What follows belongs to an exercise in optimizing a design on an open flow for small area and a short achievable clock period; a production flow would make more cautious choices. At most, simulation tests tie the RTL to the original design; equivalence was not proved. Power and IR drop assume default switching activity.

==> flow/design.v (excerpt) <==
module riscv_trace_buffer #(
  parameter int XLEN       = 32,
  parameter int NUM_REGS   = 4,
  parameter int DEPTH      = 16,
  parameter int POST_DEPTH = 8
) (
  input  logic                     clk,
  input  logic                     reset,
  input  logic [XLEN-1:0]          pc_dbg,
  input  logic [XLEN-1:0]          instr_dbg,
  input  logic [NUM_REGS*XLEN-1:0] regs_dbg,
  input  logic                     arm,
  input  logic                     clear,
  input  logic                     mode,
  input  logic                     trig_en,
  input  logic [XLEN-1:0]          trig_pc,
  output logic                     busy,
  output logic                     triggered,
  output logic                     wrapped,
  output logic                     rd_valid,
  input  logic                     rd_ready,
  output logic [XLEN-1:0]          rd_pc,
  output logic [XLEN-1:0]          rd_instr,
  output logic [NUM_REGS*XLEN-1:0] rd_regs,
  output logic                     rd_last
);
For scale: about 3300 flip-flops, roughly 430 I/O pins, about 120000 um2 of cells after synthesis.
==> flow/config.mk <==
export PLATFORM = sky130hd
export DESIGN_NAME = riscv_trace_buffer
export DESIGN_NICKNAME = riscv_trace_buffer
export VERILOG_FILES = /design/flow/design.v
export SDC_FILE = /design/flow/constraint.sdc
export NUM_CORES = 4
export LEC_CHECK = 0
export CAP_MARGIN = 20
export CORE_MARGIN = 2
export CORE_UTILIZATION = 40
export SETUP_SLACK_MARGIN = 2.8
export SLEW_MARGIN = 20
==> flow/constraint.sdc <==
create_clock -name core_clock -period 5.5 [get_ports {clk}]
set_input_delay 1.1000 -clock core_clock [delete_from_list [all_inputs] [get_ports {clk}]]
set_output_delay 1.1000 -clock core_clock [all_outputs]
set_load 0.01 [all_outputs]
run.sh (not shown) runs the stock make flow with config.mk's settings and CLKGATE_MAP_FILE= SYNTH_SCRIPT=/design/flow/synth_recipe.tcl, a recipe that flattens the netlist after the stock synthesis.
The baseline finished with timing, DRC and antenna clean.
Then changed:
- SETUP_SLACK_MARGIN: 2.8 -> 3.2
Effect: The new run passed the timing, design-rule and antenna checks. Synthesized area does not change. Final area climbs by 1.1%. Clock power hardly moves.
No functional check of the RTL was part of any run of this note.

========
run A:
Another version of the RTL of riscv_trace_buffer (not shown whole).
For scale: ~4500 cells after synthesis, about 3100 flip-flops, about 430 I/O pins, roughly 100000 µm² of cells after synthesis.
make LEC_CHECK=0 CAP_MARGIN=20 CORE_MARGIN=2 CORE_UTILIZATION=65 CTS_CLUSTER_DIAMETER=80 CTS_CLUSTER_SIZE=30 PLACE_DENSITY=0.72 SETUP_SLACK_MARGIN=3.0 SLEW_MARGIN=20 finish   # period 5.5 ns
Changes in run B relative to run A:
==> flow/flow/run.sh (new file) <==
#!/bin/bash
# Own layout flow: the standard ORFS flow (standard.sh, unchanged synthesis), with the port
# buffers made from a plain buffer cell instead of the one buffer_ports picks on its own, and
# the resizer allowed to swap cells across footprints. Every port still gets its buffer.
set -euo pipefail
cd "$(dirname "$0")/.."
bash standard.sh \
  "BUFFER_PORTS_ARGS=-buffer_cell sky130_fd_sc_hd__buf_2" \
  MATCH_CELL_FOOTPRINT=0 \
  finish > flow_standard.log 2>&1
==> flow/standard.sh (new file) <==
#!/bin/bash
# synth_recipe.tcl (not shown) runs the flow's synth.tcl, then flattens the netlist and writes it again
# the make line also repeats each setting of config.mk as NAME=value (left out here)
make -C /OpenROAD-flow-scripts/flow DESIGN_CONFIG=/design/flow/config.mk WORK_HOME=/design/flow/orfs CLKGATE_MAP_FILE= SYNTH_SCRIPT=/design/flow/synth_recipe.tcl "${@:-finish}"
--- a/flow/config.mk
+++ b/flow/config.mk
@@ -10 +10 @@
-export CORE_UTILIZATION = 65
+export CORE_UTILIZATION = 60
@@ -13 +12,0 @@
-export PLACE_DENSITY = 0.72
removed: flow/run.sh
### Flow results
Run B finished every step from synthesis to the final layout, and the layout passed the timing, design-rule and antenna checks.
Taking run A as the reference, in run B length in cells of the worst reg-to-reg path has decreased; die area has increased; non-clock buffer count has decreased; clock-buffer cell count has decreased; internal power consumption has increased.
As of run B, maximum number of pins on one net before global-route repair had risen by a few percent compared to run A.
In the tables for run B and run A, combinational share of power reads lower with run B.
[compare] base=run A new=run B: routed wire length increased by about 2% relative to the old numbers, final period utilization shrank by 0.58 points.
Compared with run A, overall via count from detail_route in run B decreased slightly.
Here is what was changed in the inputs of run C compared with run B.
==> flow/run.sh (new file) <==
#!/bin/bash
# synth_recipe.tcl (not shown) runs the flow's synth.tcl, then flattens the netlist and writes it again
# the make line also repeats each setting of config.mk as NAME=value (left out here)
make -C /OpenROAD-flow-scripts/flow DESIGN_CONFIG=/design/flow/config.mk WORK_HOME=/design/flow/orfs CLKGATE_MAP_FILE= SYNTH_SCRIPT=/design/flow/synth_recipe.tcl finish
removed: flow/flow/run.sh
removed: flow/standard.sh
Results
Compared with run B, run C shows fraction of area in non-clock buffers higher by 1.2 points. The worst hold slack in run C sits 0.19 ns above the value recorded for run B. Looking at type of the worst setup path, the in2reg result is from run C; the reg2reg one comes from run B. Clock network fraction of total power: run C vs run B — no meaningful difference. Changes observed in run C relative to run B: layout-stage area growth over the synthesis result saw an increase, met1 demand-to-capacity share in global routing fell by 0.28 points, area occupied by multi-input gates climbed 0.30%, final antenna diode count decreased by 2 relative to the old numbers.

-- re-timing with driven ports --
The results above use ideal ports. As a check the final layouts listed here were re-extracted and re-timed, cells and wires unchanged.
Step 1 (the two cells are an assumption about what drives the block):
set clk [get_ports {clk}]
set_driving_cell -lib_cell sky130_fd_sc_hd__clkbuf_16 $clk
set_driving_cell -lib_cell sky130_fd_sc_hd__buf_2 [delete_from_list [all_inputs] $clk]
Step 2 adds t to the input delays and takes it off the output delays; t is the mean of the earliest and latest rising clock arrival at the registers after step 1. Input paths then give back, and output paths get back, about the clock's delay inside the block.
a / b / c = no drivers / after step 1 / after step 2; a / b = the first two.
run | t, ns | setup WS [ns] | clock arrival spread, ns
the first run of note 1 | 1.008 | 2.215 / 2.215 / 1.924 | 0.069 / 0.069
the second run of note 1 | 1.012 | 2.155 / 2.155 / 1.966 | 0.075 / 0.075
run A | 0.847 | 2.889 / 2.917 / 2.098 | 0.040 / 0.039
run B | 0.877 | 2.921 / 2.881 / 2.321 | 0.029 / 0.029
run C | 0.864 | 3.018 / 2.975 / 2.218 | 0.029 / 0.028
After both steps every run listed still meets setup and hold. For run C, which loses most, drivers alone change the setup slack by -0.043 ns; drivers and shift together by -0.800 ns.
